This is an optimization exercise on Yosys and OpenROAD, whose aim is a short achievable clock period and few clock cycles, not a production implementation. Function was checked by simulation only, so behaviour that the tests miss may differ from the original. Power and IR drop assume default switching activity.

<file path="design/flow/run.sh">
#!/bin/bash
# synth_recipe.tcl (not shown) runs the flow's synth.tcl, then flattens the netlist and writes it again
# the make line also repeats each setting of config.mk as NAME=value (left out here)
make -C /OpenROAD-flow-scripts/flow DESIGN_CONFIG=/design/flow/config.mk WORK_HOME=/design/flow/orfs CLKGATE_MAP_FILE= SYNTH_SCRIPT=/design/flow/synth_recipe.tcl finish
</file>
<file path="design/flow/config.mk">
export PLATFORM = sky130hd
export DESIGN_NAME = rv_core_top
export DESIGN_NICKNAME = rv_core_top
export VERILOG_FILES = /design/flow/design.v
export SDC_FILE = /design/flow/constraint.sdc
export NUM_CORES = 4
export LEC_CHECK = 0
export CAP_MARGIN = 20
export CORE_MARGIN = 2
export CORE_UTILIZATION = 40
export SLEW_MARGIN = 20
</file>
<file path="design/flow/constraint.sdc">
create_clock -name core_clock -period 11.0 [get_ports {clk}]
set_input_delay 2.2000 -clock core_clock [delete_from_list [all_inputs] [get_ports {clk}]]
set_output_delay 2.2000 -clock core_clock [all_outputs]
set_load 0.01 [all_outputs]
</file>
<file path="design/flow/design.v">
package rv_core_pkg;
  localparam logic [4:0] opcode_op     = 5'b01100;
  localparam logic [4:0] opcode_op_imm = 5'b00100;
  localparam logic [4:0] opcode_lui    = 5'b01101;
  localparam logic [4:0] opcode_auipc  = 5'b00101;
  localparam logic [4:0] opcode_jal    = 5'b11011;
  localparam logic [4:0] opcode_jalr   = 5'b11001;
  localparam logic [4:0] opcode_branch = 5'b11000;
  localparam int res_add  = 0;
  localparam int res_sub  = 1;
  localparam int res_sll  = 2;
  localparam int res_slt  = 3;
  localparam int res_sltu = 4;
  localparam int res_xor  = 5;
  localparam int res_sr   = 6;
  localparam int res_or   = 7;
  localparam int res_and  = 8;
  localparam int res_link = 9;
  localparam int res_n    = 10;
  localparam int br_eq  = 0;
  localparam int br_ne  = 1;
  localparam int br_lt  = 2;
  localparam int br_ge  = 3;
  localparam int br_ltu = 4;
  localparam int br_geu = 5;
  localparam int br_n   = 6;
endpackage
import rv_core_pkg::*;
module rv_alu (
  input  logic [rv_core_pkg::res_n-1:0] i_sel,
  input  logic        i_sra,
  input  logic [31:0] i_a,
  input  logic [31:0] i_b,
  input  logic [31:0] i_link,
  output logic [31:0] o_sum,
  output logic        o_eq,
  output logic        o_lt,
  output logic        o_ltu,
  output logic [31:0] o_y
);
  logic [31:0] sum, diff, sll, sr;
  logic [4:0]  shamt;
  assign shamt = i_b[4:0];
  assign sum   = i_a + i_b;
  assign diff  = i_a - i_b;
  assign sll   = i_a << shamt;
  assign sr    = $unsigned($signed({i_sra & i_a[31], i_a}) >>> shamt);
  assign o_sum = sum;
  assign o_eq  = (i_a == i_b);
  assign o_lt  = ($signed(i_a) < $signed(i_b));
  assign o_ltu = (i_a < i_b);
  assign o_y = ({32{i_sel[res_add]}}  & sum)
             | ({32{i_sel[res_sub]}}  & diff)
             | ({32{i_sel[res_sll]}}  & sll)
             | ({32{i_sel[res_slt]}}  & {31'd0, o_lt})
             | ({32{i_sel[res_sltu]}} & {31'd0, o_ltu})
             | ({32{i_sel[res_xor]}}  & (i_a ^ i_b))
             | ({32{i_sel[res_sr]}}   & sr)
             | ({32{i_sel[res_or]}}   & (i_a | i_b))
             | ({32{i_sel[res_and]}}  & (i_a & i_b))
             | ({32{i_sel[res_link]}} & i_link);
endmodule
import rv_core_pkg::*;
module rv_regfile (
  input  logic        clk,
  input  logic [4:0]  i_rs1_addr,
  input  logic [4:0]  i_rs2_addr,
  output logic [31:0] o_rs1_data,
  output logic [31:0] o_rs2_data,
  input  logic        i_we,
  input  logic [4:0]  i_wr_addr,
  input  logic [31:0] i_wr_data
);
  logic [31:0] regs [32];
  always_ff @(posedge clk) begin
    if (i_we) begin
      regs[i_wr_addr] <= i_wr_data;
    end
  end
  assign o_rs1_data = (i_rs1_addr == 5'd0) ? '0 :
                      (i_we && i_wr_addr == i_rs1_addr) ? i_wr_data : regs[i_rs1_addr];
  assign o_rs2_data = (i_rs2_addr == 5'd0) ? '0 :
                      (i_we && i_wr_addr == i_rs2_addr) ? i_wr_data : regs[i_rs2_addr];
endmodule
import rv_core_pkg::*;
module rv_core #(
  parameter int BTB_IDX = 4,
  parameter int BTB_TAG = 8
) (
  input  logic        clk,
  input  logic        nrst,
  output logic [31:0] o_imem_addr,
  input  logic [31:0] i_imem_data,
  input  logic        i_halt_req,
  input  logic        i_resume_req,
  input  logic [31:0] i_resume_pc,
  output logic        o_halt,
  output logic        o_commit_valid,
  output logic [31:0] o_commit_pc,
  output logic [31:0] o_commit_inst,
  output logic [4:0]  o_commit_rd_addr,
  output logic        o_commit_rd_wb,
  output logic [31:0] o_commit_rd_data
);
  localparam int NB = 1 << BTB_IDX;
  logic        running;
  logic        resume_go;
  logic        run_next;
  logic [31:0] pc_f;
  logic        bhit_f;
  logic [31:0] btgt_f;
  logic [NB-1:0]      b_val;
  logic [BTB_TAG-1:0] b_tag [NB];
  logic [31:0]        b_tgt [NB];
  logic [BTB_IDX-1:0] idx_f;
  logic [BTB_TAG-1:0] tag_f;
  logic        v_d;
  logic [31:0] pc_d;
  logic        bh_d;
  logic        v_r;
  logic [31:0] pc_r;
  logic [31:0] inst_r;
  logic        bh_r;
  logic        v_x;
  logic [31:0] pc_x;
  logic [31:0] inst_x;
  logic [4:0]  rd_x;
  logic        wb_x;
  logic        bh_x;
  logic [31:0] op_a;
  logic [31:0] op_b;
  logic        fa;
  logic        fb;
  logic [res_n-1:0] sel_x;
  logic        sra_x;
  logic [br_n-1:0]  brc_x;
  logic        jal_x;
  logic        jalr_x;
  logic [31:0] tgt_x;
  logic [31:0] seq_x;
  logic        c_valid;
  logic [31:0] c_pc;
  logic [31:0] c_inst;
  logic [4:0]  c_rd;
  logic        c_wb;
  logic [31:0] c_data;
  logic [31:0] fwd;
  logic        kill_r;
  logic        kill_d;
  logic        redirect;
  logic [31:0] npc_x;
  logic        upd_w;
  logic        upd_i;
  logic [31:0] upd_pc;
  logic [31:0] upd_tgt;
  assign resume_go = ~running & i_resume_req;
  assign run_next  = resume_go | (running & ~i_halt_req);
  assign idx_f  = pc_f[BTB_IDX+1:2];
  assign tag_f  = pc_f[BTB_IDX+BTB_TAG+1:BTB_IDX+2];
  assign bhit_f = b_val[idx_f] & (b_tag[idx_f] == tag_f);
  assign btgt_f = b_tgt[idx_f];
  always_ff @(posedge clk) begin
    if (!nrst) begin
      running <= 1'b0;
    end else begin
      running <= run_next;
    end
    if (resume_go) begin
      pc_f <= i_resume_pc;
    end else if (redirect) begin
      pc_f <= npc_x;
    end else if (bhit_f) begin
      pc_f <= btgt_f;
    end else begin
      pc_f <= pc_f + 32'd4;
    end
  end
  assign o_imem_addr = pc_f;
  assign o_halt      = ~running;
  always_ff @(posedge clk) begin
    if (!nrst) begin
      b_val <= '0;
    end else if (upd_w) begin
      b_val[upd_pc[BTB_IDX+1:2]] <= 1'b1;
    end else if (upd_i) begin
      b_val[upd_pc[BTB_IDX+1:2]] <= 1'b0;
    end
    if (upd_w) begin
      b_tag[upd_pc[BTB_IDX+1:2]] <= upd_pc[BTB_IDX+BTB_TAG+1:BTB_IDX+2];
      b_tgt[upd_pc[BTB_IDX+1:2]] <= upd_tgt;
    end
  end
  always_ff @(posedge clk) begin
    v_d  <= nrst & running & ~redirect;
    pc_d <= pc_f;
    bh_d <= bhit_f;
  end
  always_ff @(posedge clk) begin
    v_r    <= nrst & v_d & ~kill_d & ~resume_go;
    pc_r   <= pc_d;
    inst_r <= i_imem_data;
    bh_r   <= bh_d;
  end
  logic [4:0]  opc;
  logic [2:0]  f3;
  logic [4:0]  rs1, rs2, rd;
  logic        is_op, is_opimm, is_lui, is_auipc, is_jal, is_jalr, is_br;
  logic        wb_r;
  logic [31:0] imm_i, imm_u, imm_j, imm_b;
  logic [31:0] rs1_data, rs2_data;
  logic [res_n-1:0] sel_r;
  logic [br_n-1:0]  brc_r;
  assign opc = inst_r[6:2];
  assign f3  = inst_r[14:12];
  assign rs1 = inst_r[19:15];
  assign rs2 = inst_r[24:20];
  assign rd  = inst_r[11:7];
  assign is_op    = (opc == opcode_op);
  assign is_opimm = (opc == opcode_op_imm);
  assign is_lui   = (opc == opcode_lui);
  assign is_auipc = (opc == opcode_auipc);
  assign is_jal   = (opc == opcode_jal);
  assign is_jalr  = (opc == opcode_jalr);
  assign is_br    = (opc == opcode_branch);
  assign wb_r = (rd != 5'd0) &
                (is_op | is_opimm | is_lui | is_auipc | is_jal | is_jalr);
  assign imm_i = {{20{inst_r[31]}}, inst_r[31:20]};
  assign imm_u = {inst_r[31:12], 12'h000};
  assign imm_j = {{12{inst_r[31]}}, inst_r[19:12], inst_r[20], inst_r[30:21], 1'b0};
  assign imm_b = {{20{inst_r[31]}}, inst_r[7], inst_r[30:25], inst_r[11:8], 1'b0};
  rv_regfile i_regfile (
    .clk        (clk),
    .i_rs1_addr (rs1),
    .i_rs2_addr (rs2),
    .o_rs1_data (rs1_data),
    .o_rs2_data (rs2_data),
    .i_we       (c_valid & c_wb),
    .i_wr_addr  (c_rd),
    .i_wr_data  (c_data)
  );
  always_comb begin
    sel_r = '0;
    if (is_op | is_opimm) begin
      case (f3)
        3'd0: begin
          if (is_op & inst_r[30]) sel_r[res_sub] = 1'b1;
          else                    sel_r[res_add] = 1'b1;
        end
        3'd1: sel_r[res_sll]  = 1'b1;
        3'd2: sel_r[res_slt]  = 1'b1;
        3'd3: sel_r[res_sltu] = 1'b1;
        3'd4: sel_r[res_xor]  = 1'b1;
        3'd5: sel_r[res_sr]   = 1'b1;
        3'd6: sel_r[res_or]   = 1'b1;
        default: sel_r[res_and] = 1'b1;
      endcase
    end
    if (is_lui | is_auipc) sel_r[res_add]  = 1'b1;
    if (is_jal | is_jalr)  sel_r[res_link] = 1'b1;
  end
  always_comb begin
    brc_r = '0;
    if (is_br) begin
      case (f3)
        3'b000: brc_r[br_eq]  = 1'b1;
        3'b001: brc_r[br_ne]  = 1'b1;
        3'b100: brc_r[br_lt]  = 1'b1;
        3'b101: brc_r[br_ge]  = 1'b1;
        3'b110: brc_r[br_ltu] = 1'b1;
        3'b111: brc_r[br_geu] = 1'b1;
        default: ;
      endcase
    end
  end
  always_ff @(posedge clk) begin
    v_x    <= nrst & v_r & ~kill_r & ~resume_go;
    pc_x   <= pc_r;
    inst_x <= inst_r;
    rd_x   <= rd;
    wb_x   <= wb_r;
    bh_x   <= bh_r;
    op_a   <= is_lui ? 32'd0 : (is_auipc ? pc_r : rs1_data);
    op_b   <= (is_op | is_br) ? rs2_data : ((is_opimm | is_jalr) ? imm_i : imm_u);
    fa     <= v_x & wb_x & (rd_x == rs1) & ~(is_lui | is_auipc);
    fb     <= v_x & wb_x & (rd_x == rs2) & (is_op | is_br);
    sel_x  <= sel_r;
    sra_x  <= inst_r[30];
    brc_x  <= brc_r;
    jal_x  <= is_jal;
    jalr_x <= is_jalr;
    tgt_x  <= pc_r + (is_jal ? imm_j : imm_b);
    seq_x  <= pc_r + 32'd4;
  end
  logic [31:0] a, b, y, sum;
  logic        eq, lt, ltu, cond, taken;
  logic [31:0] jtgt;
  assign a = fa ? fwd : op_a;
  assign b = fb ? fwd : op_b;
  rv_alu i_alu (
    .i_sel  (sel_x),
    .i_sra  (sra_x),
    .i_a    (a),
    .i_b    (b),
    .i_link (seq_x),
    .o_sum  (sum),
    .o_eq   (eq),
    .o_lt   (lt),
    .o_ltu  (ltu),
    .o_y    (y)
  );
  assign cond = (brc_x[br_eq]  &  eq) | (brc_x[br_ne]  & ~eq) |
                (brc_x[br_lt]  &  lt) | (brc_x[br_ge]  & ~lt) |
                (brc_x[br_ltu] & ltu) | (brc_x[br_geu] & ~ltu);
  assign taken = jal_x | jalr_x | cond;
  assign jtgt  = {sum[31:1], 1'b0};
  assign npc_x = jalr_x ? jtgt : (taken ? tgt_x : seq_x);
  function automatic logic sum_eq(input logic [31:0] sa, input logic [31:0] sb,
                                  input logic [31:0] sc);
    logic [31:0] k;
    logic [31:0] x;
    x    = sa ^ sb ^ sc;
    k[0] = 1'b0;
    k[1] = sa[0] & sb[0];
    for (int i = 2; i < 32; i++) begin
      k[i] = (sa[i-1] & sb[i-1]) | ((sa[i-1] | sb[i-1]) & ~sc[i-1]);
    end
    sum_eq = (x[31:1] == k[31:1]) & ~sc[0];
  endfunction
  logic jr, jd, jf;
  logic tr, td, tf;
  logic sr, sd, sf;
  logic fr, fd, ff;
  assign jr = sum_eq(a, op_b, pc_r);
  assign jd = sum_eq(a, op_b, pc_d);
  assign jf = sum_eq(a, op_b, pc_f);
  assign tr = (tgt_x == pc_r);
  assign td = (tgt_x == pc_d);
  assign tf = (tgt_x == pc_f);
  assign sr = (seq_x == pc_r);
  assign sd = (seq_x == pc_d);
  assign sf = (seq_x == pc_f);
  assign fr = v_r     & (jalr_x ? jr : (taken ? tr : sr));
  assign fd = v_d     & (jalr_x ? jd : (taken ? td : sd));
  assign ff = running & (jalr_x ? jf : (taken ? tf : sf));
  assign kill_r   = v_x & ~fr;
  assign kill_d   = v_x & ~fr & ~fd;
  assign redirect = v_x & ~fr & ~fd & ~ff;
  always_ff @(posedge clk) begin
    upd_w   <= nrst & v_x & taken & ~fr;
    upd_i   <= nrst & v_x & ~taken & bh_x;
    upd_pc  <= pc_x;
    upd_tgt <= npc_x;
  end
  always_ff @(posedge clk) begin
    c_valid <= nrst & v_x;
    c_pc    <= pc_x;
    c_inst  <= inst_x;
    c_rd    <= rd_x;
    c_wb    <= wb_x;
    if (v_x) begin
      c_data <= y;
    end
    fwd     <= y;
  end
  assign o_commit_valid   = c_valid;
  assign o_commit_pc      = c_pc;
  assign o_commit_inst    = c_inst;
  assign o_commit_rd_addr = c_rd;
  assign o_commit_rd_wb   = c_wb;
  assign o_commit_rd_data = c_data;
endmodule
module rv_core_top (
  input  logic        clk,
  input  logic        nrst,
  output logic [31:0] o_imem_addr,
  input  logic [31:0] i_imem_data,
  input  logic        i_halt_req,
  input  logic        i_resume_req,
  input  logic [31:0] i_resume_pc,
  output logic        o_halt,
  output logic        o_commit_valid,
  output logic [31:0] o_commit_pc,
  output logic [31:0] o_commit_inst,
  output logic [4:0]  o_commit_rd_addr,
  output logic        o_commit_rd_wb,
  output logic [31:0] o_commit_rd_data
);
  rv_core i_core (
    .clk              (clk),
    .nrst             (nrst),
    .o_imem_addr      (o_imem_addr),
    .i_imem_data      (i_imem_data),
    .i_halt_req       (i_halt_req),
    .i_resume_req     (i_resume_req),
    .i_resume_pc      (i_resume_pc),
    .o_halt           (o_halt),
    .o_commit_valid   (o_commit_valid),
    .o_commit_pc      (o_commit_pc),
    .o_commit_inst    (o_commit_inst),
    .o_commit_rd_addr (o_commit_rd_addr),
    .o_commit_rd_wb   (o_commit_rd_wb),
    .o_commit_rd_data (o_commit_rd_data)
  );
endmodule
</file>
==> flow_metrics.py, run 1 <==
metrics = {
    "timing": {
        "fin_crit_ps": 7130,
        "worst_pin_slew_ps": 1380,
        "finalHoldViolations": 0,
        "setup_violations": 0,
        "period_share_pct": 64.8,
        "fin_setup_tns_ps": 0,
        "final_max_slew_viol_count": 0,
        "rsz0062_at_grt": "no",
        "fmax_mhz": 140,
        "timing.final.ws_setup_ps": 3870,
        "max-slew-margin-rel_pct": 7.08,
        "fin_skew_ps": 112,
    },
    "floorplan": {
        "rows": 185,
        "die-height_um": 509,
        "num_io_pins": 204,
        "core_um2": 254000,
        "die_area_um2": 260000,
        "die_w_um": 509,
        "floorplan.initialDensity_pct": 40.2,
    },
    "drt": {
        "avgRoutedWirePerCell_um": 36.8,
        "routed_wl_um": 381000,
        "drc": 0,
        "drt_first_pass_iters": 9,
        "drt_iter0_drc": 9208,
        "ant_nets": 0,
        "vias": 65100,
        "vias_per_cell": 6.29,
    },
    "logic_synthesis": {
        "avgSynthCellArea_um2": 15.6,
        "yosys_warnings": 2,
        "syn-num-nets": 6841,
        "synth_ff_type": "edfxtp_1",
        "ys_ff_latch": 2189,
        "async_reset_ff_share_pct": 0,
        "synth_edf_count": 1698,
        "synth.distinct_cells": 92,
        "netlist_area_um2": 102000,
        "synthCells": 6547,
        "ys_seq_area_share_pct": 59.5,
    },
    "worst_setup_path": {
        "path_cells": "buf_4 > mux2i_1 > ha_1 > buf_4 > nor4_2 > nand4_1 > nor3_2 > mux2i_1 > nand3_1 > or3_1 > nand2_8 > mux2i_1 > o22ai_1 > nor4b_2 > a31oi_4 > buf_4 > or3_1",
        "critPathCaptureType": "register",
        "worstSetupPathType": "reg2reg",
        "critPathLaunchType": "register",
        "cp_max_fo": 52,
        "arrival_ps": 7810,
        "critPathMaxStageDelay_ps": 670,
        "required_ps": 11680,
        "crit_slowest_cell": "mux2i_1",
    },
    "grt": {
        "track_usage_pct": 29.1,
        "grt_pass1_vias": 63600,
        "grt_antenna_before_repair": 29,
        "grt-ovfl-total": 0,
        "grt_pass1_wl_um": 523000,
        "grt_max_degree": 135,
    },
    "run_status": {
        "status": "finished clean",
    },
    "power_and_ir_drop": {
        "peakVddDrop_uv": 169,
        "p_per_area_nw_per_um2": 193,
        "p_leak_uw": 0.0390,
    },
    "placement": {
        "io_buffers": 203,
        "place_congestion": 1.01,
        "place_area_um2": 109000,
        "dp.final_hpwl_um": 256000,
        "pre_cts_slack_ps": 3980,
    },
    "clocking": {
        "clk_latency_ps": 950,
        "holdBufCountCts": 0,
        "clock-sinks": 2189,
        "cts.clk_slew.worst_paths_ps": 70,
        "cts_buffer_depth": 3,
        "cts_tree": "done",
        "cts_resized": 0,
        "post-cts-setup-buffers": 0,
        "cts-buffers-inserted": 228,
        "cts-root-buf": "clkbuf_16",
        "htreeDepth": 4,
    },
    "finish": {
        "nets": 7048,
        "area_growth_pct": 14.3,
        "design_area_um2": 117000,
        "multi_input_area_um2": 39200,
        "drive_gt1_share_pct": 22.4,
        "n_fill_cell": 22000,
        "register_area_um2": 60900,
        "post-route-util_pct": 46.0,
    },
    "job": {
        "max_cap_viol_count": 0,
    },
    "hold_path": {
        "hold_path.class": "reg2reg",
    },
}
-- final timing paths --
| kind | endpoint | cells past startpoint | startpoint | slack [ps] |
|---|---|---|---|---|
| max | i_core.pc_f[0] | 17 | i_core.fa | 3870 |
| min | i_core.c_pc[16] | 0 | i_core.pc_x[16] | 280 |
| max reg2reg | i_core.pc_f[0] | 17 | i_core.fa | 3870 |
| min reg2reg | i_core.c_pc[16] | 0 | i_core.pc_x[16] | 280 |
-- layout make-up --
type | count | share of cell area [%]
diodes | 18 | 0.0386
clock buffers | 298 | 5.52
clock inverters | 138 | 1.34
inverters | 232 | 0.748
multi-input cells | 3697 | 33.5
flip-flops and latches | 2189 | 52.1
well taps | 3366 | 3.61
repair buffers | 406 | 3.10
-- state kept, by name, indices dropped and copies added, names as in the netlist, 6 cells and up, named ones only --
| signal | count |
|---|---|
| i_core.pc_d | 32 |
| i_core.upd_tgt | 32 |
| i_core.op_a | 32 |
| i_core.brc_x | 6 |
| i_core.i_regfile.regs | 1024 |
| i_core.seq_x | 30 |
| i_core.c_inst | 32 |
| i_core.fwd | 32 |
| i_core.b_tgt | 512 |
| i_core.pc_f | 32 |
| i_core.pc_x | 32 |
| i_core.sel_x | 10 |
| i_core.inst_x | 32 |
| i_core.tgt_x | 31 |
| i_core.op_b | 32 |
| i_core.inst_r | 32 |
| i_core.c_data | 32 |
| i_core.b_tag | 128 |
| i_core.c_pc | 32 |
| i_core.pc_r | 32 |
-- metrics by stage --
step | power (uW) | std cells | hold slack [ps]
2_1_floorplan | 12400 | 6547 | 310
3_3_place_gp | 14500 | 9890 | 312
3_5_place_dp | 14500 | 9890 | 312
5_1_grt | 23200 | 10300 | 301
4_1_cts | 22600 | 10300 | 288
6_report | 22600 | 10300 | 277
-- per-layer routing --
layer  track usage, %  up-vias  part of all wire, %
met2             45.2     3775                   46
met5                0        -                0.023
li1                 -    26200                    -
met3             5.53      686                  9.2
met1             40.0    34400                   40
met4             12.6       12                  4.9
-- cell usage after synthesis (all sizes together), types with 9 or more instances --
| master | number | area share, % |
|---|---|---|
| mux4 | 845 | 19 |
| o211ai | 51 | 0.38 |
| o21ai | 349 | 1.7 |
| a21oi | 227 | 1.1 |
| nor2 | 286 | 1.1 |
| nand2b | 20 | 0.12 |
| nand4 | 56 | 0.34 |
| dfxtp | 491 | 9.6 |
| a221oi | 27 | 0.24 |
| nor3 | 65 | 0.33 |
| a22oi | 17 | 0.12 |
| o22ai | 55 | 0.34 |
| o2111ai | 17 | 0.15 |
| nor4 | 46 | 0.30 |
| mux2 | 15 | 0.17 |
| fa | 93 | 1.8 |
| clkbuf | 307 | 1.1 |
| edfxtp | 1698 | 50 |
| mux2i | 194 | 1.9 |
| xor2 | 117 | 1.0 |
| buf | 122 | 0.55 |
| and2 | 16 | 0.098 |
| a22o | 16 | 0.14 |
| a31oi | 22 | 0.14 |
| inv | 229 | 0.84 |
| a21o | 36 | 0.26 |
| a221o | 15 | 0.15 |
| o21bai | 20 | 0.15 |
| o21a | 10 | 0.073 |
| or4 | 12 | 0.088 |
| o221ai | 9 | 0.077 |
| nor2b | 22 | 0.13 |
| nand2 | 429 | 1.6 |
| xnor2 | 206 | 1.8 |
| a211oi | 29 | 0.21 |
| nand3 | 71 | 0.35 |
| and3 | 31 | 0.19 |
| or3 | 13 | 0.080 |
| ha | 133 | 1.6 |
| o31ai | 14 | 0.10 |
-- layout by cell type, fill, tap and decap left out, types with 20 or more instances in the layout --
cell type	n
nor2_1	247
nor2_4	36
xor2_1	117
nor2b_1	21
nand2b_1	20
buf_4	198
a31oi_1	21
o21bai_1	20
clkinv_2	50
nand2_1	428
nand3_1	71
o21ai_1	25
inv_1	222
clkbuf_16	236
o211ai_1	50
dfxtp_1	472
nor4_1	43
xnor2_1	206
ha_1	133
clkbuf_1	31
clkinv_1	31
o21ai_0	321
fa_1	93
edfxtp_1	1698
a211oi_1	29
mux4_2	845
mux2i_1	189
o22ai_1	55
a21oi_1	225
clkdlybuf4s50_1	203
clkbuf_8	31
a21o_1	36
nor3_1	62
a221oi_1	25
nand4_1	56
-- cells by family after synthesis --
logic type / after synthesis / share of synthesized area [%]
buffers and inverters: 661 / 2.53
AND/OR/NAND/NOR: 1094 / 4.89
XOR/XNOR: 323 / 2.77
AO/OA/AOI/OAI: 1000 / 6.15
multiplexers: 1054 / 20.7
flip-flops: 2189 / 59.5
adder cells (fa/ha/maj): 226 / 3.45
-- worst max-delay path: cells and delay by family, from the launching register on --
kind                     cells  cell delay, ps
AND/OR/NAND/NOR              8            3420
flip-flops                   1             320
adder cells (fa/ha/maj)      1             360
AO/OA/AOI/OAI                2             300
buffers and inverters        3            1160
multiplexers                 3            1280
-- power breakdown --
group	total (uW)	switching (uW)	internal, uW	leakage, uW
Combinational	4280	2670	1610	0.0157
Sequential	10200	820	9390	0.0194
Clock	8110	3490	4620	0.00393
Total	22600	6980	15600	0.0390
Testbench counts, summed over its fixed seeds: cycles 8,339.
==> run 2, diff against run 1 <==
--- a/design/flow/design.v
+++ b/design/flow/design.v
@@ -165,15 +165,11 @@
     end else begin
       running <= run_next;
     end
-    if (resume_go) begin
-      pc_f <= i_resume_pc;
-    end else if (redirect) begin
-      pc_f <= npc_x;
-    end else if (bhit_f) begin
-      pc_f <= btgt_f;
-    end else begin
-      pc_f <= pc_f + 32'd4;
-    end
+  end
+  logic [31:0] pc_seq;
+  assign pc_seq = resume_go ? i_resume_pc : (bhit_f ? btgt_f : pc_f + 32'd4);
+  always_ff @(posedge clk) begin
+    pc_f <= (redirect & running) ? npc_x : pc_seq;
   end
   assign o_imem_addr = pc_f;
   assign o_halt      = ~running;
@@ -308,9 +304,30 @@
     .o_ltu  (ltu),
     .o_y    (y)
   );
-  assign cond = (brc_x[br_eq]  &  eq) | (brc_x[br_ne]  & ~eq) |
-                (brc_x[br_lt]  &  lt) | (brc_x[br_ge]  & ~lt) |
-                (brc_x[br_ltu] & ltu) | (brc_x[br_geu] & ~ltu);
+  logic eq00, eq10, eq01, lt00, lt10, lt01, ltu00, ltu10, ltu01;
+  assign eq00  = (op_a == op_b);
+  assign eq10  = (fwd == op_b);
+  assign eq01  = (op_a == fwd);
+  assign lt00  = ($signed(op_a) < $signed(op_b));
+  assign lt10  = ($signed(fwd) < $signed(op_b));
+  assign lt01  = ($signed(op_a) < $signed(fwd));
+  assign ltu00 = (op_a < op_b);
+  assign ltu10 = (fwd < op_b);
+  assign ltu01 = (op_a < fwd);
+  function automatic logic br_cond(input logic [br_n-1:0] c, input logic e,
+                                   input logic l, input logic lu);
+    br_cond = (c[br_eq]  &  e) | (c[br_ne]  & ~e) |
+              (c[br_lt]  &  l) | (c[br_ge]  & ~l) |
+              (c[br_ltu] & lu) | (c[br_geu] & ~lu);
+  endfunction
+  always_comb begin
+    case ({fa, fb})
+      2'b00:   cond = br_cond(brc_x, eq00, lt00, ltu00);
+      2'b10:   cond = br_cond(brc_x, eq10, lt10, ltu10);
+      2'b01:   cond = br_cond(brc_x, eq01, lt01, ltu01);
+      default: cond = br_cond(brc_x, 1'b1, 1'b0, 1'b0);
+    endcase
+  end
   assign taken = jal_x | jalr_x | cond;
   assign jtgt  = {sum[31:1], 1'b0};
   assign npc_x = jalr_x ? jtgt : (taken ? tgt_x : seq_x);
@@ -329,22 +346,30 @@
   logic jr, jd, jf;
   logic tr, td, tf;
   logic sr, sd, sf;
-  logic fr, fd, ff;
-  assign jr = sum_eq(a, op_b, pc_r);
-  assign jd = sum_eq(a, op_b, pc_d);
-  assign jf = sum_eq(a, op_b, pc_f);
-  assign tr = (tgt_x == pc_r);
-  assign td = (tgt_x == pc_d);
-  assign tf = (tgt_x == pc_f);
-  assign sr = (seq_x == pc_r);
-  assign sd = (seq_x == pc_d);
-  assign sf = (seq_x == pc_f);
-  assign fr = v_r     & (jalr_x ? jr : (taken ? tr : sr));
-  assign fd = v_d     & (jalr_x ? jd : (taken ? td : sd));
-  assign ff = running & (jalr_x ? jf : (taken ? tf : sf));
-  assign kill_r   = v_x & ~fr;
-  assign kill_d   = v_x & ~fr & ~fd;
-  assign redirect = v_x & ~fr & ~fd & ~ff;
+  assign jr = v_r     & (fa ? sum_eq(fwd, op_b, pc_r) : sum_eq(op_a, op_b, pc_r));
+  assign jd = v_d     & (fa ? sum_eq(fwd, op_b, pc_d) : sum_eq(op_a, op_b, pc_d));
+  assign jf = running & (fa ? sum_eq(fwd, op_b, pc_f) : sum_eq(op_a, op_b, pc_f));
+  assign tr = v_r     & (tgt_x == pc_r);
+  assign td = v_d     & (tgt_x == pc_d);
+  assign tf = running & (tgt_x == pc_f);
+  assign sr = v_r     & (seq_x == pc_r);
+  assign sd = v_d     & (seq_x == pc_d);
+  assign sf = running & (seq_x == pc_f);
+  logic kr_t, kd_t, rd_t, kr_s, kd_s, rd_s, kr_j, kd_j, rd_j;
+  assign kr_t = ~tr;
+  assign kd_t = ~tr & ~td;
+  assign rd_t = ~tr & ~td & ~tf;
+  assign kr_s = ~sr;
+  assign kd_s = ~sr & ~sd;
+  assign rd_s = ~sr & ~sd & ~sf;
+  assign kr_j = ~jr;
+  assign kd_j = ~jr & ~jd;
+  assign rd_j = ~jr & ~jd & ~jf;
+  logic fr;
+  assign fr = jalr_x ? jr : (taken ? tr : sr);
+  assign kill_r   = v_x & (jalr_x ? kr_j : (taken ? kr_t : kr_s));
+  assign kill_d   = v_x & (jalr_x ? kd_j : (taken ? kd_t : kd_s));
+  assign redirect = v_x & (jalr_x ? rd_j : (taken ? rd_t : rd_s));
   always_ff @(posedge clk) begin
     upd_w   <= nrst & v_x & taken & ~fr;
     upd_i   <= nrst & v_x & ~taken & bh_x;
--- a/design/flow/config.mk
+++ b/design/flow/config.mk
@@ -8,4 +8,5 @@
 export CAP_MARGIN = 20
 export CORE_MARGIN = 2
 export CORE_UTILIZATION = 40
+export SETUP_SLACK_MARGIN = 5
 export SLEW_MARGIN = 20
==> run 2 against run 1 <==
Net effect:
- flip-flop and latch count unchanged
- register-to-register slack improved by 1300 ps
- largest power group unchanged
- cell area increased by 5.7%
- setup slack improved by 1300 ps
- synthesized area increased by 6.3%
- maximum frequency increased by 23%
- highest routed layer unchanged
==> flow_metrics.py, run 2 <==
metrics = {
    "worst_setup_path": {
        "critPathMaxStageDelay_ps": 700,
        "arrival_ps": 6590,
        "required_ps": 11780,
        "critPathCaptureType": "register",
        "critPathLaunchType": "register",
        "worstSetupPathType": "reg2reg",
        "crit_slowest_cell": "xor2_1",
        "cp_max_fo": 48,
        "path_cells": "mux2i_4 > buf_4 > inv_1 > ha_1 > fa_1 > a21o_1 > nand4_1 > o211ai_1 > a31o_2 > a21o_1 > a211oi_1 > buf_4 > a21oi_1 > a211oi_1 > xor2_1 > mux2i_1 > mux2_2",
    },
    "logic_synthesis": {
        "ys_top_cells_by_count": "1698 x edfxtp_1, 845 x mux4_2, 491 x dfxtp_1",
        "syn-num-nets": 7750,
        "synth.distinct_cells": 83,
        "synth_most_common_cell": "edfxtp_1",
        "async_reset_ff_share_pct": 0,
        "yosys-top-cells-area": "edfxtp_1 47%, mux4_2 18%, dfxtp_1 9.0%",
        "netlist_area_um2": 109000,
        "avgSynthCellArea_um2": 15.1,
        "yosysTopAreaCellShare_pct": 46.9,
        "synth_ff_type": "edfxtp_1",
        "synth_top_area_cell": "edfxtp_1",
        "synthCells": 7208,
        "ys_ff_latch": 2189,
        "ys_seq_area_share_pct": 56.0,
        "yosys_warnings": 2,
        "synth_edf_count": 1698,
    },
    "clocking": {
        "cts-buffers-inserted": 234,
        "clk_latency_ps": 920,
        "cts_tree": "done",
        "cts_buffer_depth": 4,
        "post-cts-setup-buffers": 0,
        "htreeDepth": 4,
        "cts_resized": 7,
        "holdBufCountCts": 0,
        "cts.clk_slew.worst_paths_ps": 60,
        "clock-sinks": 2189,
        "cts-root-buf": "clkbuf_16",
    },
    "finish": {
        "final_common_cell": "edfxtp_1",
        "nets": 7951,
        "final_cell_mix": "1698 x edfxtp_1, 845 x mux4_2, 481 x nand2_1",
        "largest_reg_flops": 1024,
        "drive_gt1_share_pct": 21.0,
        "largest-register": "i_core.i_regfile.regs",
        "area_growth_pct": 13.6,
        "post-route-util_pct": 45.7,
    },
    "grt": {
        "grt_antenna_before_repair": 29,
        "grt_pass1_vias": 68100,
        "grt_pass1_wl_um": 558000,
        "grt-ovfl-total": 0,
        "track_usage_pct": 28.8,
        "grt_max_degree": 97,
    },
    "floorplan": {
        "die-height_um": 525,
        "num_io_pins": 204,
        "core_um2": 271000,
        "die_w_um": 525,
        "rows": 191,
        "floorplan.initialDensity_pct": 40.2,
        "die_area_um2": 276000,
    },
    "timing": {
        "fin_hold_ws_ps": 322,
        "rsz0062_at_grt": "no",
        "fin_skew_ps": 79.0,
        "fmax_mhz": 172,
        "finalHoldViolations": 0,
        "max-slew-margin-rel_pct": 11.8,
        "fin_crit_ps": 5800,
        "worst_pin_slew_ps": 1310,
        "setup_violations": 0,
        "final_max_slew_viol_count": 0,
        "period_share_pct": 52.8,
        "fin_setup_tns_ps": 0,
    },
    "power_and_ir_drop": {
        "p_per_area_nw_per_um2": 186,
        "power_uw": 23000,
        "p_leak_uw": 0.0421,
        "peakVddDrop_uv": 134,
    },
    "drt": {
        "drt_first_pass_iters": 6,
        "vias_per_cell": 6.15,
        "drt_iter0_drc": 8939,
        "routed_wl_um": 404000,
        "ant_nets": 0,
        "drc": 0,
        "avgRoutedWirePerCell_um": 36.1,
        "vias": 68900,
    },
    "run_status": {
        "status": "finished clean",
    },
    "placement": {
        "io_buffers": 203,
        "dp.final_hpwl_um": 276000,
        "place_congestion": 1.03,
    },
    "job": {
        "max_cap_viol_count": 0,
    },
    "hold_path": {
        "hold_path.class": "reg2reg",
    },
}
## run 2: metrics by stage
stage                     cells  instance area (um^2)  worst slack (ps)
final                     11200                123000              5200
after global routing      11200                123000              5020
after CTS                 11200                123000              5000
after detailed placement  10700                116000              4730
after global placement    10700                116000              4670
after floorplan            7208                109000              6110
## run 2: logic make-up (layout without fill, tap and decap cells)
logic type	Yosys count	in the layout	share of synthesized area, %
compound gates	1014	1014	5.76
xor+xnor	525	525	4.23
fa+ha+maj	474	474	6.72
buf+inv	775	1175	2.75
flops	2189	2189	56.0
mux	1069	1069	19.6
other cells	0	21	0
simple gates	1162	1162	4.94
## run 2: final timing paths
check / to / cells past startpoint / slack (ps) / start
max reg2reg: i_core.pc_f[26] / 17 / 5200 / i_core.fb
max: i_core.pc_f[26] / 17 / 5200 / i_core.fb
min: i_core.c_inst[26] / 0 / 320 / i_core.inst_x[26]
min reg2reg: i_core.c_inst[26] / 0 / 320 / i_core.inst_x[26]
## run 2: area by class of cell
cell class                      instances  area, um^2
Multi-Input combinational cell       4244       45300
Inverter                              317        1190
Clock buffer                          306        6480
Clock inverter                        129        1310
Sequential cell                      2189       60900
Tap cell                             3570        4470
Antenna cell                           21        52.6
Timing Repair Buffer                  423        3770
Fill cell                           23600      147000
## run 2: routing by layer
metal,GRT usage (%),vias to the layer above,wire [um]
met3,5.32,638,37200
met1,39.0,36400,160000
met4,11.9,6,19600
li1,-,28200,-
met2,45.7,3692,188000
met5,0,-,28
## run 2: where the power goes
part / switching [uW] / internal (uW)
logic: 2950 / 1910
clock network: 3400 / 4650
registers: 870 / 9250
total: 7220 / 15800
## run 2: worst max-delay path, delay by kind of cell (launching register included)
| kind | cells | cell delay [ps] |
|---|---|---|
| compound gates | 7 | 1700 |
| buf+inv | 3 | 890 |
| fa+ha+maj | 2 | 840 |
| mux | 3 | 800 |
| xor+xnor | 1 | 700 |
| flops | 1 | 620 |
| simple gates | 1 | 120 |
Testbench counts of run 2, summed over its fixed seeds: cycles 8,339.
==> run 3, diff against run 2 <==
==> design/flow/flow/run.sh (new file) <==
#!/bin/bash
set -euo pipefail
MARGIN=$(cat flow/margin.txt)
bash standard.sh SETUP_SLACK_MARGIN=$MARGIN finish > run_flow.log 2>&1
==> design/flow/flow/margin.txt (new file) <==
7.5
==> design/flow/standard.sh (new file) <==
#!/bin/bash
# synth_recipe.tcl (not shown) runs the flow's synth.tcl, then flattens the netlist and writes it again
# the make line also repeats each setting of config.mk as NAME=value (left out here)
make -C /OpenROAD-flow-scripts/flow DESIGN_CONFIG=/design/flow/config.mk WORK_HOME=/design/flow/orfs CLKGATE_MAP_FILE= SYNTH_SCRIPT=/design/flow/synth_recipe.tcl "${@:-finish}"
--- a/design/flow/config.mk
+++ b/design/flow/config.mk
@@ -8,5 +8,4 @@
 export CAP_MARGIN = 20
 export CORE_MARGIN = 2
 export CORE_UTILIZATION = 40
-export SETUP_SLACK_MARGIN = 5
 export SLEW_MARGIN = 20
removed: design/flow/run.sh
==> run 3 against run 2 <==
Net effect:
- cell area increased by 9.3%
- global-route usage increased by 1.9 points
- setup slack improved by 1400 ps
- core utilization increased by 4.3 points
- final cell count increased by 5.0%
- via count increased by 6.3%
- clock power increased by 2.5%
- synthesized area unchanged
- largest cell class unchanged
- highest routed layer unchanged
==> flow_metrics.py, run 3 <==
metrics = {
    "logic_synthesis": {
        "async_reset_ff_share_pct": 0,
        "synth_edf_count": 1698,
        "synth_ff_type": "edfxtp_1",
        "ys_ff_latch": 2189,
        "netlist_area_um2": 109000,
        "ys_top_cells_by_count": "1698 x edfxtp_1, 845 x mux4_2, 491 x dfxtp_1",
        "synth_top_area_cell": "edfxtp_1",
        "synth.distinct_cells": 83,
        "synth_most_common_cell": "edfxtp_1",
        "syn-num-nets": 7750,
        "yosys-top-cells-area": "edfxtp_1 47%, mux4_2 18%, dfxtp_1 9.0%",
        "yosys_warnings": 2,
        "ys_seq_area_share_pct": 56.0,
        "synthCells": 7208,
        "avgSynthCellArea_um2": 15.1,
        "yosysTopAreaCellShare_pct": 46.9,
    },
    "finish": {
        "largest_reg_flops": 1024,
        "largest-register": "i_core.i_regfile.regs",
        "register_area_um2": 61400,
        "drive_gt1_share_pct": 35.3,
        "multi_input_area_um2": 48900,
        "nets": 8504,
        "n_fill_cell": 22600,
        "final_common_cell": "edfxtp_1",
        "area_growth_pct": 24.2,
        "final_cell_mix": "1698 x edfxtp_1, 845 x mux4_2, 511 x buf_4",
    },
    "timing": {
        "final_max_slew_viol_count": 0,
        "rsz0062_at_grt": "yes",
        "fin_setup_tns_ps": 0,
        "period_share_pct": 40.2,
        "setup_violations": 0,
        "worst_pin_slew_ps": 1090,
        "fmax_mhz": 226,
        "fin_skew_ps": 73.2,
        "fin_crit_ps": 4420,
        "max-slew-margin-rel_pct": 27.1,
        "timing.final.ws_setup_ps": 6580,
        "finalHoldViolations": 0,
    },
    "drt": {
        "ant_nets": 0,
        "drc": 0,
        "vias_per_cell": 6.23,
        "drt_iter0_drc": 10300,
        "routed_wl_um": 433000,
        "drt_first_pass_iters": 7,
        "vias": 73200,
        "avgRoutedWirePerCell_um": 36.9,
    },
    "clocking": {
        "cts_tree": "done",
        "clk_latency_ps": 950,
        "clock-sinks": 2189,
        "htreeDepth": 4,
        "cts-root-buf": "clkbuf_16",
        "cts_buffer_depth": 4,
        "cts-buffers-inserted": 238,
        "cts.clk_slew.worst_paths_ps": 60,
    },
    "grt": {
        "grt_antenna_before_repair": 40,
        "track_usage_pct": 30.8,
        "grt-busiest-layer": "met2",
        "grtUsageMet2_pct": 48.0,
        "grt-ovfl-total": 0,
        "use_met1_pct": 41.2,
        "grt_pass1_wl_um": 589000,
        "grt_pass1_vias": 70800,
        "grt_max_degree": 83,
        "gr-usage-met3_pct": 6.62,
    },
    "power_and_ir_drop": {
        "p_leak_uw": 0.0472,
        "peakVddDrop_uv": 161,
        "p_per_area_nw_per_um2": 180,
    },
    "worst_setup_path": {
        "crit_slowest_cell": "nor3_1",
        "critPathCaptureType": "register",
        "critPathMaxStageDelay_ps": 640,
        "worstSetupPathType": "reg2reg",
        "cp_max_fo": 8,
        "cp_top_family": "simple AND/OR/NAND/NOR gates",
        "path_cells": "inv_1 > fa_1 > xnor2_1 > nor3_1 > nand3_1 > nor4_2 > a41oi_2 > nor3_1 > nor2_1 > o311ai_4 > buf_12 > buf_12 > buf_16 > mux2_2",
        "arrival_ps": 5200,
        "critPathLaunchType": "register",
        "required_ps": 11780,
        "path_buf_inv": 4,
    },
    "placement": {
        "dp.final_hpwl_um": 276000,
        "place_congestion": 1.03,
        "pre_cts_slack_ps": 4780,
        "io_buffers": 203,
    },
    "floorplan": {
        "rows": 191,
        "die_area_um2": 276000,
        "num_io_pins": 204,
        "die_w_um": 525,
        "core_um2": 271000,
        "die-height_um": 525,
        "floorplan.initialDensity_pct": 40.2,
    },
    "job": {
        "max_cap_viol_count": 0,
    },
    "run_status": {
        "status": "finished clean",
    },
    "hold_path": {
        "hold_path.class": "reg2reg",
    },
}
## run 3: path summary, 6_finish.rpt
| kind | start | to | slack, ps | cells past startpoint |
|---|---|---|---|---|
| worst max register to register | i_core.pc_d[8] | i_core.pc_f[30] | 6580 | 14 |
| worst max-delay path | i_core.pc_d[8] | i_core.pc_f[30] | 6580 | 14 |
| worst min register to register | i_core.inst_x[16] | i_core.c_inst[16] | 310 | 0 |
| worst min-delay path | i_core.inst_x[16] | i_core.c_inst[16] | 310 | 0 |
## run 3: power breakdown
part / internal, uW / switching [uW] / total, uW
Combinational: 2520 / 3480 / 6010
Sequential: 9270 / 785 / 10100
Clock: 4760 / 3490 / 8250
Total: 16600 / 7750 / 24300
## run 3: layout make-up
type / instances / share of cell area (%)
diodes: 16 / 0.0297
clock buffers: 332 / 4.97
clock inverters: 114 / 0.959
inverters: 317 / 0.929
multi-input cells: 4244 / 36.2
flip-flops and latches: 2189 / 45.5
well taps: 3570 / 3.31
repair buffers: 972 / 8.14
## run 3: metrics by stage
step           total power, uW  hold slack (ps)  instance area, um^2  std cells  util (%)
5_1_grt                  24900              311               135000      11700      49.9
3_5_place_dp             15000              312               116000      10700      43.0
2_1_floorplan            12800              310               110000       7208         -
6_report                 24300              312               135000      11800      49.9
3_3_place_gp             15000              310               116000      10700      42.9
4_1_cts                  24000              299               133000      11600      49.2
## run 3: layer usage
metal / wire (um) / up-vias
li1: - / 29400
met1: 166000 / 38500
met2: 200000 / 4363
met3: 44000 / 916
met4: 23400 / 24
met5: 153 / -
## run 3: logic make-up after synthesis
| logic type | after synthesis | synth area share, % |
|---|---|---|
| xor+xnor | 525 | 4.23 |
| simple gates | 1162 | 4.94 |
| fa+ha+maj | 474 | 6.72 |
| buf+inv | 775 | 2.75 |
| mux | 1069 | 19.6 |
| compound gates | 1014 | 5.76 |
| flops | 2189 | 56.0 |
## run 3: worst register-to-register path: cells and delay by family (launching register included)
kind / cells / cell delay (ps)
AND/OR/NAND/NOR: 5 / 1690
buffers and inverters: 4 / 670
flip-flops: 1 / 600
adder cells (fa/ha/maj): 1 / 480
multiplexers: 1 / 340
AO/OA/AOI/OAI: 2 / 310
XOR/XNOR: 1 / 220
## run 3: repair_timing
| action | CTS | global route |
|---|---|---|
| gates cloned | 59 | 2 |
| setup buffers | 395 | 99 |
| resized for setup | 1623 | 273 |
| endpoints found under the setup margin | 442 | 298 |
| pin swaps | 125 | 121 |
| hold buffers | 0 | 0 |
==> run 4, diff against run 3 <==
--- a/design/flow/design.v
+++ b/design/flow/design.v
@@ -84,8 +84,9 @@
 endmodule
 import rv_core_pkg::*;
 module rv_core #(
-  parameter int BTB_IDX = 4,
-  parameter int BTB_TAG = 8
+  parameter int BTB_IDX = 5,
+  parameter int BTB_TAG = 6,
+  parameter int BTB_TGT = 16
 ) (
   input  logic        clk,
   input  logic        nrst,
@@ -111,7 +112,7 @@
   logic [31:0] btgt_f;
   logic [NB-1:0]      b_val;
   logic [BTB_TAG-1:0] b_tag [NB];
-  logic [31:0]        b_tgt [NB];
+  logic [BTB_TGT-1:0] b_tgt [NB];
   logic [BTB_IDX-1:0] idx_f;
   logic [BTB_TAG-1:0] tag_f;
   logic        v_d;
@@ -129,8 +130,6 @@
   logic        bh_x;
   logic [31:0] op_a;
   logic [31:0] op_b;
-  logic        fa;
-  logic        fb;
   logic [res_n-1:0] sel_x;
   logic        sra_x;
   logic [br_n-1:0]  brc_x;
@@ -144,11 +143,15 @@
   logic [4:0]  c_rd;
   logic        c_wb;
   logic [31:0] c_data;
-  logic [31:0] fwd;
   logic        kill_r;
   logic        kill_d;
   logic        redirect;
   logic [31:0] npc_x;
+  logic        rd_t, rd_s, rd_j;
+  logic        taken;
+  logic        fr;
+  logic [31:0] jtgt;
+  logic [31:0] y;
   logic        upd_w;
   logic        upd_i;
   logic [31:0] upd_pc;
@@ -158,7 +161,7 @@
   assign idx_f  = pc_f[BTB_IDX+1:2];
   assign tag_f  = pc_f[BTB_IDX+BTB_TAG+1:BTB_IDX+2];
   assign bhit_f = b_val[idx_f] & (b_tag[idx_f] == tag_f);
-  assign btgt_f = b_tgt[idx_f];
+  assign btgt_f = {pc_f[31:BTB_TGT], b_tgt[idx_f]};
   always_ff @(posedge clk) begin
     if (!nrst) begin
       running <= 1'b0;
@@ -168,8 +171,14 @@
   end
   logic [31:0] pc_seq;
   assign pc_seq = resume_go ? i_resume_pc : (bhit_f ? btgt_f : pc_f + 32'd4);
+  logic        go_x;
+  logic [31:0] pc_t, pc_s, pc_j;
+  assign go_x = v_x & running;
+  assign pc_t = (go_x & rd_t) ? tgt_x : pc_seq;
+  assign pc_s = (go_x & rd_s) ? seq_x : pc_seq;
+  assign pc_j = (go_x & rd_j) ? jtgt  : pc_seq;
   always_ff @(posedge clk) begin
-    pc_f <= (redirect & running) ? npc_x : pc_seq;
+    pc_f <= jalr_x ? pc_j : (taken ? pc_t : pc_s);
   end
   assign o_imem_addr = pc_f;
   assign o_halt      = ~running;
@@ -183,7 +192,7 @@
     end
     if (upd_w) begin
       b_tag[upd_pc[BTB_IDX+1:2]] <= upd_pc[BTB_IDX+BTB_TAG+1:BTB_IDX+2];
-      b_tgt[upd_pc[BTB_IDX+1:2]] <= upd_tgt;
+      b_tgt[upd_pc[BTB_IDX+1:2]] <= upd_tgt[BTB_TGT-1:0];
     end
   end
   always_ff @(posedge clk) begin
@@ -206,6 +215,7 @@
   logic [31:0] rs1_data, rs2_data;
   logic [res_n-1:0] sel_r;
   logic [br_n-1:0]  brc_r;
+  logic        fa, fb;
   assign opc = inst_r[6:2];
   assign f3  = inst_r[14:12];
   assign rs1 = inst_r[19:15];
@@ -268,6 +278,8 @@
       endcase
     end
   end
+  assign fa = v_x & wb_x & (rd_x == rs1) & ~(is_lui | is_auipc);
+  assign fb = v_x & wb_x & (rd_x == rs2) & (is_op | is_br);
   always_ff @(posedge clk) begin
     v_x    <= nrst & v_r & ~kill_r & ~resume_go;
     pc_x   <= pc_r;
@@ -275,10 +287,8 @@
     rd_x   <= rd;
     wb_x   <= wb_r;
     bh_x   <= bh_r;
-    op_a   <= is_lui ? 32'd0 : (is_auipc ? pc_r : rs1_data);
-    op_b   <= (is_op | is_br) ? rs2_data : ((is_opimm | is_jalr) ? imm_i : imm_u);
-    fa     <= v_x & wb_x & (rd_x == rs1) & ~(is_lui | is_auipc);
-    fb     <= v_x & wb_x & (rd_x == rs2) & (is_op | is_br);
+    op_a   <= fa ? y : (is_lui ? 32'd0 : (is_auipc ? pc_r : rs1_data));
+    op_b   <= fb ? y : ((is_op | is_br) ? rs2_data : ((is_opimm | is_jalr) ? imm_i : imm_u));
     sel_x  <= sel_r;
     sra_x  <= inst_r[30];
     brc_x  <= brc_r;
@@ -287,16 +297,13 @@
     tgt_x  <= pc_r + (is_jal ? imm_j : imm_b);
     seq_x  <= pc_r + 32'd4;
   end
-  logic [31:0] a, b, y, sum;
-  logic        eq, lt, ltu, cond, taken;
-  logic [31:0] jtgt;
-  assign a = fa ? fwd : op_a;
-  assign b = fb ? fwd : op_b;
+  logic [31:0] sum;
+  logic        eq, lt, ltu, cond;
   rv_alu i_alu (
     .i_sel  (sel_x),
     .i_sra  (sra_x),
-    .i_a    (a),
-    .i_b    (b),
+    .i_a    (op_a),
+    .i_b    (op_b),
     .i_link (seq_x),
     .o_sum  (sum),
     .o_eq   (eq),
@@ -304,30 +311,9 @@
     .o_ltu  (ltu),
     .o_y    (y)
   );
-  logic eq00, eq10, eq01, lt00, lt10, lt01, ltu00, ltu10, ltu01;
-  assign eq00  = (op_a == op_b);
-  assign eq10  = (fwd == op_b);
-  assign eq01  = (op_a == fwd);
-  assign lt00  = ($signed(op_a) < $signed(op_b));
-  assign lt10  = ($signed(fwd) < $signed(op_b));
-  assign lt01  = ($signed(op_a) < $signed(fwd));
-  assign ltu00 = (op_a < op_b);
-  assign ltu10 = (fwd < op_b);
-  assign ltu01 = (op_a < fwd);
-  function automatic logic br_cond(input logic [br_n-1:0] c, input logic e,
-                                   input logic l, input logic lu);
-    br_cond = (c[br_eq]  &  e) | (c[br_ne]  & ~e) |
-              (c[br_lt]  &  l) | (c[br_ge]  & ~l) |
-              (c[br_ltu] & lu) | (c[br_geu] & ~lu);
-  endfunction
-  always_comb begin
-    case ({fa, fb})
-      2'b00:   cond = br_cond(brc_x, eq00, lt00, ltu00);
-      2'b10:   cond = br_cond(brc_x, eq10, lt10, ltu10);
-      2'b01:   cond = br_cond(brc_x, eq01, lt01, ltu01);
-      default: cond = br_cond(brc_x, 1'b1, 1'b0, 1'b0);
-    endcase
-  end
+  assign cond = (brc_x[br_eq]  &  eq) | (brc_x[br_ne]  & ~eq) |
+                (brc_x[br_lt]  &  lt) | (brc_x[br_ge]  & ~lt) |
+                (brc_x[br_ltu] & ltu) | (brc_x[br_geu] & ~ltu);
   assign taken = jal_x | jalr_x | cond;
   assign jtgt  = {sum[31:1], 1'b0};
   assign npc_x = jalr_x ? jtgt : (taken ? tgt_x : seq_x);
@@ -346,29 +332,21 @@
   logic jr, jd, jf;
   logic tr, td, tf;
   logic sr, sd, sf;
-  assign jr = v_r     & (fa ? sum_eq(fwd, op_b, pc_r) : sum_eq(op_a, op_b, pc_r));
-  assign jd = v_d     & (fa ? sum_eq(fwd, op_b, pc_d) : sum_eq(op_a, op_b, pc_d));
-  assign jf = running & (fa ? sum_eq(fwd, op_b, pc_f) : sum_eq(op_a, op_b, pc_f));
+  assign jr = v_r     & sum_eq(op_a, op_b, pc_r);
+  assign jd = v_d     & sum_eq(op_a, op_b, pc_d);
+  assign jf = running & sum_eq(op_a, op_b, pc_f);
   assign tr = v_r     & (tgt_x == pc_r);
   assign td = v_d     & (tgt_x == pc_d);
   assign tf = running & (tgt_x == pc_f);
   assign sr = v_r     & (seq_x == pc_r);
   assign sd = v_d     & (seq_x == pc_d);
   assign sf = running & (seq_x == pc_f);
-  logic kr_t, kd_t, rd_t, kr_s, kd_s, rd_s, kr_j, kd_j, rd_j;
-  assign kr_t = ~tr;
-  assign kd_t = ~tr & ~td;
   assign rd_t = ~tr & ~td & ~tf;
-  assign kr_s = ~sr;
-  assign kd_s = ~sr & ~sd;
   assign rd_s = ~sr & ~sd & ~sf;
-  assign kr_j = ~jr;
-  assign kd_j = ~jr & ~jd;
   assign rd_j = ~jr & ~jd & ~jf;
-  logic fr;
   assign fr = jalr_x ? jr : (taken ? tr : sr);
-  assign kill_r   = v_x & (jalr_x ? kr_j : (taken ? kr_t : kr_s));
-  assign kill_d   = v_x & (jalr_x ? kd_j : (taken ? kd_t : kd_s));
+  assign kill_r   = v_x & (jalr_x ? ~jr : (taken ? ~tr : ~sr));
+  assign kill_d   = v_x & (jalr_x ? (~jr & ~jd) : (taken ? (~tr & ~td) : (~sr & ~sd)));
   assign redirect = v_x & (jalr_x ? rd_j : (taken ? rd_t : rd_s));
   always_ff @(posedge clk) begin
     upd_w   <= nrst & v_x & taken & ~fr;
@@ -382,10 +360,7 @@
     c_inst  <= inst_x;
     c_rd    <= rd_x;
     c_wb    <= wb_x;
-    if (v_x) begin
-      c_data <= y;
-    end
-    fwd     <= y;
+    c_data  <= y;
   end
   assign o_commit_valid   = c_valid;
   assign o_commit_pc      = c_pc;
==> design/flow/flow/margin.txt (replaced) <==
8
==> run 4 against run 3 <==
Net effect:
- critical path type unchanged
- clock-buffer cell count fell by 46
- final cell count fell by 3.0%
- clock power fell by 2%
- largest cell class unchanged
- clock skew rose by 19 ps
- synthesized area fell by 2.3%
- global-route usage rose by 0.72 points
==> flow_metrics.py, run 4 <==
metrics = {
    "grt": {
        "grt_pass1_wl_um": 590000,
        "track_usage_pct": 31.5,
        "grt_max_degree": 77,
        "grt_pass1_vias": 71100,
        "grt-ovfl-total": 0,
        "grt_antenna_before_repair": 36,
    },
    "worst_setup_path": {
        "arrival_ps": 4740,
        "critPathMaxStageDelay_ps": 370,
        "critPathCaptureType": "register",
        "timing.rr.start": "i_core.inst_r[4]",
        "crit_slowest_cell": "mux2_4",
        "required_ps": 11790,
        "worstSetupPathType": "reg2reg",
        "cp_max_fo": 5,
        "path_cells": "and3b_2 > and3_4 > buf_4 > mux2_4 > ha_1 > a21o_1 > a21oi_2 > o31ai_4 > o211ai_1 > a21oi_2 > a41o_1 > o211a_1 > o21a_1 > o21a_1 > o41a_1 > xor2_1",
        "reg2regPathDepth": 16,
        "rrSetupSlack_ps": 7040,
        "timing.rr.end": "i_core.tgt_x[30]",
        "critPathLaunchType": "register",
    },
    "floorplan": {
        "die-height_um": 519,
        "num_io_pins": 204,
        "core_um2": 265000,
        "floorplan.initialDensity_pct": 40.1,
        "rows": 189,
        "die_w_um": 519,
        "die_area_um2": 269000,
    },
    "drt": {
        "drc": 0,
        "vias_per_cell": 6.47,
        "avgRoutedWirePerCell_um": 38.1,
        "drt_iter0_drc": 11500,
        "routed_wl_um": 435000,
        "ant_nets": 0,
        "drt_first_pass_iters": 8,
        "vias": 73700,
    },
    "logic_synthesis": {
        "synth_fa_ha_area_share_pct": 3.35,
        "synth_most_common_cell": "edfxtp_1",
        "synthMuxAreaShare_pct": 21.0,
        "ys_top_cells_by_count": "1728 x edfxtp_1, 902 x mux4_2, 491 x dfxtp_1",
        "yosysTopAreaCellShare_pct": 48.9,
        "synth_compound_area_share_pct": 6.24,
        "yosys-top-cells-area": "edfxtp_1 49%, mux4_2 19%, dfxtp_1 9.3%",
        "ys_ff_latch": 2219,
        "netlist_area_um2": 106000,
        "yosys_warnings": 2,
        "avgSynthCellArea_um2": 15.6,
        "synth_top_area_cell": "edfxtp_1",
        "synth_xor_xnor_area_share_pct": 3.47,
        "synth_edf_count": 1728,
        "async_reset_ff_share_pct": 0,
        "syn-num-nets": 7106,
        "synth_ff_type": "edfxtp_1",
        "synth.distinct_cells": 91,
        "ys_seq_area_share_pct": 58.2,
        "synthSimpleGateAreaFrac_pct": 4.92,
        "synthCells": 6810,
        "synth_top_family_by_area": "multiplexers",
    },
    "placement": {
        "place_congestion": 1.03,
        "dp.final_hpwl_um": 250000,
        "pre_cts_slack_ps": 5380,
        "io_buffers": 203,
    },
    "power_and_ir_drop": {
        "p_leak_uw": 0.0468,
        "pwr-share-clk_pct": 29.5,
        "p_per_area_nw_per_um2": 203,
        "internal_power_uw": 18200,
        "seqPwrFrac_pct": 40.0,
        "peakVddDrop_uv": 167,
        "sw_frac_of_total_pct": 33.6,
        "p_sw_uw": 9220,
        "combPwrFrac_pct": 30.4,
    },
    "timing": {
        "setup_violations": 0,
        "fmax_mhz": 253,
        "fin_crit_ps": 3960,
        "rsz0062_at_grt": "yes",
        "timing.final.ws_setup_ps": 7040,
        "finalHoldViolations": 0,
        "fin_skew_ps": 92.0,
        "fin_setup_tns_ps": 0,
        "final_max_slew_viol_count": 0,
        "worst_pin_slew_ps": 1180,
        "fin_hold_ws_ps": 320,
        "max-slew-margin-rel_pct": 20.7,
        "period_share_pct": 36.0,
    },
    "clocking": {
        "cts_tree": "done",
        "cts-root-buf": "clkbuf_16",
        "clock-sinks": 2219,
        "clk_latency_ps": 920,
        "cts_buffer_depth": 4,
        "cts-buffers-inserted": 236,
        "htreeDepth": 4,
        "cts.clk_slew.worst_paths_ps": 60,
        "holdBufCountCts": 0,
    },
    "finish": {
        "drive_gt1_share_pct": 41.2,
        "final_cell_mix": "1728 x edfxtp_1, 902 x mux4_2, 573 x buf_4",
        "largest-register": "i_core.i_regfile.regs",
        "largest_reg_flops": 1024,
        "area_growth_pct": 27.3,
        "nets": 7964,
        "n_fill_cell": 21400,
        "final_common_cell": "edfxtp_1",
    },
    "hold_path": {
        "holdPathStages": 0,
        "whs_endpoint": "i_core.c_inst[19]",
        "hold_path.class": "reg2reg",
        "hp-start": "i_core.inst_x[19]",
    },
    "run_status": {
        "status": "finished clean",
    },
    "job": {
        "max_cap_viol_count": 0,
    },
}
==> run 4: logic make-up (layout without fill, tap and decap cells) <==
group,after synthesis,in the layout
flip-flops,2219,2219
AND/OR/NAND/NOR,1116,1123
multiplexers,1099,1099
AO/OA/AOI/OAI,978,978
buffers and inverters,749,1793
XOR/XNOR,421,421
adder cells (fa/ha/maj),228,228
other,0,9
==> run 4: area by class of cell <==
type	instances	area, um^2	share of cell area [%]
Antenna cell	9	22.5	0.0167
Timing Repair Buffer	1121	13400	9.91
Clock inverter	145	1480	1.10
Multi-Input combinational cell	3849	46200	34.2
Sequential cell	2219	62400	46.2
Inverter	238	971	0.718
Timing Repair inverter	3	26.3	0.0194
Clock buffer	286	6290	4.65
Tap cell	3533	4420	3.27
==> run 4: timing repair <==
item,4_1_cts,5_1_grt
resized for setup,1824,346
pin swaps,203,202
setup buffers,464,144
cloned,89,7
setup endpoints to repair,1312,347
==> run 4: per-layer routing <==
layer,vias to the layer above,wire [um],GRT usage [%]
met2,5315,192000,47.1
li1,28700,-,-
met1,38500,160000,42.5
met5,-,242,0
met3,1105,56200,8.78
met4,26,25800,14.8
==> run 4: worst max path at each step <==
stage                                start               end  slack, ps
after floorplan           i_core.inst_r[5]  i_core.tgt_x[31]       7310
after global placement      i_core.op_b[1]    i_core.pc_f[6]       5430
after detailed placement    i_core.op_b[2]   i_core.pc_f[13]       5380
after CTS                 i_core.inst_r[4]  i_core.tgt_x[31]       7070
after global routing      i_core.inst_r[4]  i_core.tgt_x[31]       6950
final                     i_core.inst_r[4]  i_core.tgt_x[30]       7040
==> run 4: worst max-delay path: cells and delay by family (launching register included) <==
kind | cells | cell delay, ps
fa+ha+maj | 1 | 250
mux | 1 | 370
buf+inv | 1 | 140
simple gates | 2 | 520
compound gates | 10 | 2050
xor+xnor | 1 | 150
flops | 1 | 360
==> run 4: power by group through the flow <==
| stage | clock network [uW] | registers (uW) | logic [uW] |
|---|---|---|---|
| CTS | 8180 | 10900 | 7850 |
| finish | 8110 | 11000 | 8360 |
| detailed placement | 0 | 11300 | 5870 |
| global placement | 0 | 11300 | 5840 |
| global route | 8490 | 11000 | 8640 |
| floorplan | 0 | 10600 | 3910 |
==> run 4: per-stage QoR <==
stage	cell area (um^2)	util, %	power [uW]	instances
floorplan	107000	-	14500	6810
global placement	113000	42.8	17200	10300
detailed placement	114000	42.9	17200	10300
CTS	132000	50.0	27000	11200
global route	135000	51.1	28100	11400
finish	135000	51.1	27500	11400
Testbench counts of run 4, summed over its fixed seeds: cycles 8,249.

## separate check: timing with driven ports
No port has a modelled driver above. Below, the same layouts with a new extraction and two added sets of constraints.
Step 1 sets driving cells, clkbuf_16 on the clock port and buf_2 on the other inputs (assumed; they add their load-dependent delay and slew).
Step 2 adds t to the input delays and takes it off the output delays; t is the mean of the earliest and latest rising clock arrival at the registers after step 1. Input paths then give back, and output paths get back, about the clock's delay inside the block.
a / b / c = no drivers / after step 1 / after step 2; a / b = the first two.
run	shift t [ns]	slack for setup (ns)	worst setup path after step 2	worst data-port slew with drivers (ns)
run 1	0.990	3.871 / 3.871 / 3.871	register to register	0.17
run 2	0.982	5.197 / 5.197 / 5.197	register to register	0.13
run 3	1.008	6.579 / 6.579 / 6.537	input to register	0.05
run 4	0.994	7.043 / 7.043 / 6.407	input to register	0.05
After both steps setup and hold are still met in every run listed. The setup slack of run 4, which loses most, moves by 0.000 ns with the drivers and by -0.636 ns with both steps.
